Source: an optimization exercise on an open RTL-to-GDS flow (aim: small area, a short achievable clock period and few clock cycles per item). Production flows keep margins and buffers that such runs may drop.
Only simulation tests tie the RTL to the original design; equivalence was not proved.
Power figures rest on the tool's default switching activity, not on a simulated workload.

## v21
==> flow/design.v <==
`timescale 1ns / 1ps
package wss_pkg;
    localparam int SIG_BYTES     = 24;
    localparam int LEN_W         = 5;
    localparam int SKIP_W        = 16;
    localparam int OFFSET_W      = 24;
    localparam int CFG_INDEX_W   = 3;
    localparam int CFG_DATA_W    = 64;
    typedef enum logic [CFG_INDEX_W-1:0] {
        REG_PATTERN_LOW     = 3'd0,
        REG_PATTERN_MID     = 3'd1,
        REG_PATTERN_HIGH    = 3'd2,
        REG_CARE_MASK       = 3'd3,
        REG_PATTERN_LENGTH  = 3'd4,
        REG_SKIP_COUNT      = 3'd5,
        REG_SEARCH_DISTANCE = 3'd6
    } reg_index_t;
    typedef struct packed {
        logic [SIG_BYTES*8-1:0] pattern;
        logic [SIG_BYTES-1:0]   care;
        logic [LEN_W-1:0]       last_pos;
        logic [SKIP_W-1:0]      skip;
        logic [OFFSET_W-1:0]    distance;
    } cfg_t;
    localparam logic [LEN_W-1:0]     LAST_POS_RESET = 5'd0;
    localparam logic [OFFSET_W-1:0]  DISTANCE_RESET = 24'd1;
endpackage
`timescale 1ns / 1ps
module wss_cfg_regs
(
    input  logic                               clk,
    input  logic                               rst_n,
    input  logic                               cfg_valid,
    output logic                               cfg_ready,
    input  logic [wss_pkg::CFG_INDEX_W-1:0]    cfg_index,
    input  logic [wss_pkg::CFG_DATA_W-1:0]     cfg_data,
    output wss_pkg::cfg_t                      cfg,
    output logic [2:0]                         pattern_written,
    output logic                               care_written
);
    wss_pkg::cfg_t              cfg_reg;
    logic [wss_pkg::LEN_W-1:0]  len_in;
    logic [wss_pkg::LEN_W-1:0]  last_pos_in;
    assign cfg_ready = 1'b1;
    assign cfg       = cfg_reg;
    always_comb
    begin
        len_in = cfg_data[wss_pkg::LEN_W-1:0];
        if (len_in == '0)
        begin
            last_pos_in = '0;
        end
        else if (len_in > wss_pkg::LEN_W'(wss_pkg::SIG_BYTES))
        begin
            last_pos_in = wss_pkg::LEN_W'(wss_pkg::SIG_BYTES - 1);
        end
        else
        begin
            last_pos_in = len_in - 1'b1;
        end
    end
    always_ff @(posedge clk or negedge rst_n)
    begin
        if (!rst_n)
        begin
            pattern_written  <= '0;
            care_written     <= 1'b0;
            cfg_reg.last_pos <= wss_pkg::LAST_POS_RESET;
            cfg_reg.skip     <= '0;
            cfg_reg.distance <= wss_pkg::DISTANCE_RESET;
        end
        else if (cfg_valid && cfg_ready)
        begin
            case (cfg_index)
                wss_pkg::REG_PATTERN_LOW:
                    pattern_written[0] <= 1'b1;
                wss_pkg::REG_PATTERN_MID:
                    pattern_written[1] <= 1'b1;
                wss_pkg::REG_PATTERN_HIGH:
                    pattern_written[2] <= 1'b1;
                wss_pkg::REG_CARE_MASK:
                    care_written <= 1'b1;
                wss_pkg::REG_PATTERN_LENGTH:
                    cfg_reg.last_pos <= last_pos_in;
                wss_pkg::REG_SKIP_COUNT:
                    cfg_reg.skip <= cfg_data[wss_pkg::SKIP_W-1:0];
                wss_pkg::REG_SEARCH_DISTANCE:
                    cfg_reg.distance <= cfg_data[wss_pkg::OFFSET_W-1:0];
                default:
                    ;
            endcase
        end
    end
    always_ff @(posedge clk)
    begin
        if (cfg_valid && cfg_ready)
        begin
            case (cfg_index)
                wss_pkg::REG_PATTERN_LOW:
                    cfg_reg.pattern[63:0] <= cfg_data;
                wss_pkg::REG_PATTERN_MID:
                    cfg_reg.pattern[127:64] <= cfg_data;
                wss_pkg::REG_PATTERN_HIGH:
                    cfg_reg.pattern[191:128] <= cfg_data;
                wss_pkg::REG_CARE_MASK:
                    cfg_reg.care <= cfg_data[wss_pkg::SIG_BYTES-1:0];
                default:
                    ;
            endcase
        end
    end
endmodule
`timescale 1ns / 1ps
module wss_match
#(
    parameter int PATTERN_BYTES = 24
)
(
    input  logic [7:0]                       data,
    input  logic [PATTERN_BYTES*8-1:0]       pattern,
    input  logic [PATTERN_BYTES-1:0]         care,
    input  logic [2:0]                       pattern_written,
    input  logic                             care_written,
    output logic [PATTERN_BYTES-1:0]         hit_pos
);
    logic data_zero;
    always_comb
    begin
        data_zero = (data == 8'd0);
        for (int k = 0; k < PATTERN_BYTES; k++)
        begin
            hit_pos[k] = (care_written && !care[k]) ||
                         (pattern_written[k / 8] ? (data == pattern[k*8 +: 8]) : data_zero);
        end
    end
endmodule
`timescale 1ns / 1ps
module wildcard_signature_scanner_core
#(
    parameter int PATTERN_BYTES = 24
)
(
    input  logic                              clk,
    input  logic                              rst_n,
    input  logic                              cfg_valid,
    output logic                              cfg_ready,
    input  logic [wss_pkg::CFG_INDEX_W-1:0]   cfg_index,
    input  logic [wss_pkg::CFG_DATA_W-1:0]    cfg_data,
    input  logic                              item_valid,
    output logic                              item_stall,
    input  logic [7:0]                        data_byte,
    input  logic                              last_byte,
    output logic                              result_valid,
    input  logic                              result_stall,
    output logic                              found,
    output logic [wss_pkg::OFFSET_W-1:0]      match_offset
);
    localparam int OW = wss_pkg::OFFSET_W;
    localparam int CW = OW + 1;
    localparam int SW = wss_pkg::SKIP_W;
    wss_pkg::cfg_t                     cfg;
    logic [2:0]                        pattern_written;
    logic                              care_written;
    logic                              a_valid;
    logic                              in_first_reg;
    logic                              a_last;
    logic                              stall_reg;
    logic                              first_reg;
    logic                              done_reg;
    logic                              past_reg;
    logic [PATTERN_BYTES-1:0]          prefix_reg;
    logic [SW-1:0]                     remain_reg;
    logic                              reached_reg;
    logic [CW-1:0]                     start_reg;
    logic                              at_dist_reg;
    logic                              res_valid_reg;
    logic                              found_reg;
    logic [OW-1:0]                     offset_reg;
    logic [CW-1:0]                     start_init;
    logic                              skip_zero;
    logic                              at_dist_first;
    logic                              first_can_hit;
    logic [PATTERN_BYTES-1:0]          hit_pos;
    logic [PATTERN_BYTES-1:0]          prefix_prev;
    logic [PATTERN_BYTES-1:0]          prefix_next;
    logic                              done_eff;
    logic                              past_eff;
    logic [SW-1:0]                     remain_eff;
    logic [CW-1:0]                     start_inc;
    logic                              reached_eff;
    logic                              at_dist_eff;
    logic                              hit;
    logic                              accept;
    logic                              produce;
    logic                              proc;
    logic                              take_item;
    logic                              res_valid_next;
    logic                              first_next;
    logic                              done_next;
    logic                              might_produce;
    wss_cfg_regs u_cfg
    (
        .clk             (clk),
        .rst_n           (rst_n),
        .cfg_valid       (cfg_valid),
        .cfg_ready       (cfg_ready),
        .cfg_index       (cfg_index),
        .cfg_data        (cfg_data),
        .cfg             (cfg),
        .pattern_written (pattern_written),
        .care_written    (care_written)
    );
    wss_match #(.PATTERN_BYTES(PATTERN_BYTES)) u_match
    (
        .data            (data_byte),
        .pattern         (cfg.pattern),
        .care            (cfg.care),
        .pattern_written (pattern_written),
        .care_written    (care_written),
        .hit_pos         (hit_pos)
    );
    assign item_stall   = stall_reg;
    assign result_valid = res_valid_reg;
    assign found        = found_reg;
    assign match_offset = offset_reg;
    always_comb
    begin
        start_init    = CW'(0) - CW'(cfg.last_pos);
        skip_zero     = (cfg.skip == '0);
        at_dist_first = (cfg.last_pos == '0) && (cfg.distance == '0);
        first_can_hit = (cfg.last_pos == '0) && skip_zero;
    end
    always_comb
    begin
        proc         = a_valid && !stall_reg;
        take_item    = item_valid && !stall_reg;
        prefix_prev  = in_first_reg ? '0 : prefix_reg;
        prefix_next  = {prefix_prev[PATTERN_BYTES-2:0], 1'b1} & hit_pos;
        done_eff     = done_reg && !first_reg;
        past_eff     = past_reg && !first_reg;
        remain_eff   = first_reg ? cfg.skip : remain_reg;
        reached_eff  = first_reg ? skip_zero : reached_reg;
        at_dist_eff  = first_reg ? at_dist_first : at_dist_reg;
        start_inc    = start_reg + 1'b1;
        hit          = prefix_reg[cfg.last_pos] && !past_eff && !at_dist_eff && !done_eff;
        accept       = hit && reached_eff;
        produce      = accept || (a_last && !done_eff);
        res_valid_next = (res_valid_reg && result_stall) || (proc && produce);
        first_next     = proc ? a_last : first_reg;
        done_next      = proc ? (done_eff || accept) : done_reg;
        might_produce  = !(done_next && !first_next) &&
                         (!first_next || last_byte || first_can_hit);
    end
    always_ff @(posedge clk or negedge rst_n)
    begin
        if (!rst_n)
        begin
            a_valid       <= 1'b0;
            stall_reg     <= 1'b0;
            first_reg     <= 1'b1;
            in_first_reg  <= 1'b1;
            res_valid_reg <= 1'b0;
        end
        else
        begin
            a_valid       <= take_item || (a_valid && stall_reg);
            stall_reg     <= (a_valid && stall_reg && res_valid_next) ||
                             (take_item && res_valid_next && might_produce);
            first_reg     <= first_next;
            if (take_item)
            begin
                in_first_reg <= last_byte;
            end
            res_valid_reg <= res_valid_next;
        end
    end
    always_ff @(posedge clk)
    begin
        if (!stall_reg)
        begin
            a_last <= last_byte;
        end
        if (take_item)
        begin
            prefix_reg <= prefix_next;
        end
        if (proc)
        begin
            past_reg    <= past_eff || at_dist_eff;
            done_reg    <= done_eff || accept;
            at_dist_reg <= (start_inc == {1'b0, cfg.distance});
            if (hit && !reached_eff)
            begin
                remain_reg  <= remain_eff - 1'b1;
                reached_reg <= (remain_eff == SW'(1));
            end
            else
            begin
                remain_reg  <= remain_eff;
                reached_reg <= reached_eff;
            end
        end
        if (proc ? a_last : first_reg)
        begin
            start_reg <= start_init;
        end
        else if (proc)
        begin
            start_reg <= start_inc;
        end
        if (proc && produce)
        begin
            found_reg  <= accept;
            offset_reg <= accept ? start_reg[OW-1:0] : '0;
        end
    end
endmodule
==> flow/config.mk <==
export PLATFORM = sky130hd
export DESIGN_NAME = wildcard_signature_scanner_core
export DESIGN_NICKNAME = wildcard_signature_scanner_core
export VERILOG_FILES = /design/flow/design.v
export SDC_FILE = /design/flow/constraint.sdc
export NUM_CORES = 4
export LEC_CHECK = 0
export CAP_MARGIN = 20
export CORE_MARGIN = 2
export CORE_UTILIZATION = 30
export SLEW_MARGIN = 20
==> flow/constraint.sdc <==
create_clock -name core_clock -period 11.0 [get_ports {clk}]
set_input_delay 2.2000 -clock core_clock [delete_from_list [all_inputs] [get_ports {clk}]]
set_output_delay 2.2000 -clock core_clock [all_outputs]
set_load 0.01 [all_outputs]
standard.sh (not shown) runs the stock make flow with config.mk's settings and CLKGATE_MAP_FILE= SYNTH_SCRIPT=/design/flow/synth_recipe.tcl, a recipe that flattens the netlist after the stock synthesis.
==> flow/flow/run.sh <==
#!/bin/bash
# Layout flow: the standard layout (standard synthesis, floorplan, placement,
# CTS, routing) with two changes: timing repair aims at a larger setup slack than
# the default of 0, so that the achieved period, not just the 11 ns clock, is
# optimised; and the port buffers are plain buf_4 cells. The SDC, the clock
# period and every other step are the standard flow's own.
set -euo pipefail
export SETUP_SLACK_MARGIN=7.6
export BUFFER_PORTS_ARGS="-buffer_cell sky130_fd_sc_hd__buf_4"
bash standard.sh finish > orfs_make.log 2>&1
v21: no failed stages, no open violations at the end
Testbench counts of v21, summed over its fixed seeds: cycles 72,767, bytes 72,386.
--- input diff v21..v54 ---
--- a/flow/flow/run.sh
+++ b/flow/flow/run.sh
@@ -6,5 +6,5 @@
 # period and every other step are the standard flow's own.
 set -euo pipefail
-export SETUP_SLACK_MARGIN=7.6
+export SETUP_SLACK_MARGIN=7.8
 export BUFFER_PORTS_ARGS="-buffer_cell sky130_fd_sc_hd__buf_4"
 bash standard.sh finish > orfs_make.log 2>&1
- Diff v21 -> v54: fraction of power consumed by the clock network shrank by 2.8 points, total power now smaller.
- There was hardly any difference in sequential cell count between v21 and v54.
- Going from v21 to v54, maximum frequency went up 0.72%; number of global-route vias before repair shrank by 1.6%; number of buffers other than clock buffers in the final layout went up by 8; sequential share of layout area -0.38 points.
Setup changes, v54 to v46
- putting CTS_CLUSTER_SIZE at 24 where nothing was set
- putting CTS_BUF_LIST at sky130_fd_sc_hd__clkbuf_8 where nothing was set
Clock power share down 1.7 points in v46 wrt v54. Share of total power in sequential cells for v46: 1.3 points up relative to v54. Wire length of the first global-routing pass delta (v46 -> v54): insignificant. Sort v46 and v54 by routed wire length asc -> top: v54. Cmp v46 vs v54: total power per unit cell area lower in v46. v46 -> v54: post-synthesis instance area delta 0, exact match. Post-route fraction of the period consumed by the critical path: v46 and v54 compared, lower one is v54. Of v46 and v54, it is v46 that has the lower vias per cell. The lower number of antenna violations at the first check in global routing of v46 and v54 is in v54. Internal power contribution: v46 < v54. v46 vs v54 — cell area after layout dropped slightly.
> inputs changed (v46 -> v47)
- changing CORE_UTILIZATION from 30 to 50
- setting CTS_CLUSTER_DIAMETER to 70 for the first time
- removing CTS_BUF_LIST (formerly sky130_fd_sc_hd__clkbuf_8)
Notes after the runs:
Share of cell area taken by multi-input logic gates (lower): v46. Going from v46 to v47, the non-clock buffer count was found to have gone down by 1. Utilization for v47: 23 points up relative to v46. Compared with v46, v47 shows a lower clock latency reported for the late side of the worst-skew pair.

==> what the ideal ports hide <==
Ports are ideal in the flow. The routed layouts listed here were re-timed in OpenROAD.
Step 1: set_driving_cell puts a clkbuf_16 on clk and a buf_2 on each other input, an assumption about the parent block.
Step 2, shift: input delay + t, output delay - t, t = (earliest + latest rising clock arrival at the registers) / 2. This alone moves slack from input paths to output paths.
Three values: ideal, step 1, step 2; two values: the first two.
run	t (ns)	setup WS [ns]	latest minus earliest clock arrival (ns)
v21	0.589	7.689 / 7.638 / 7.139	0.014 / 0.014
v54	0.583	7.713 / 7.660 / 7.258	0.033 / 0.033
v46	0.661	7.615 / 7.564 / 7.201	0.026 / 0.027
v47	0.588	7.700 / 7.647 / 7.209	0.031 / 0.032
After both steps setup and hold are still met in every run listed. The setup slack of v21, which loses most, moves by -0.051 ns with the drivers and by -0.550 ns with both steps.
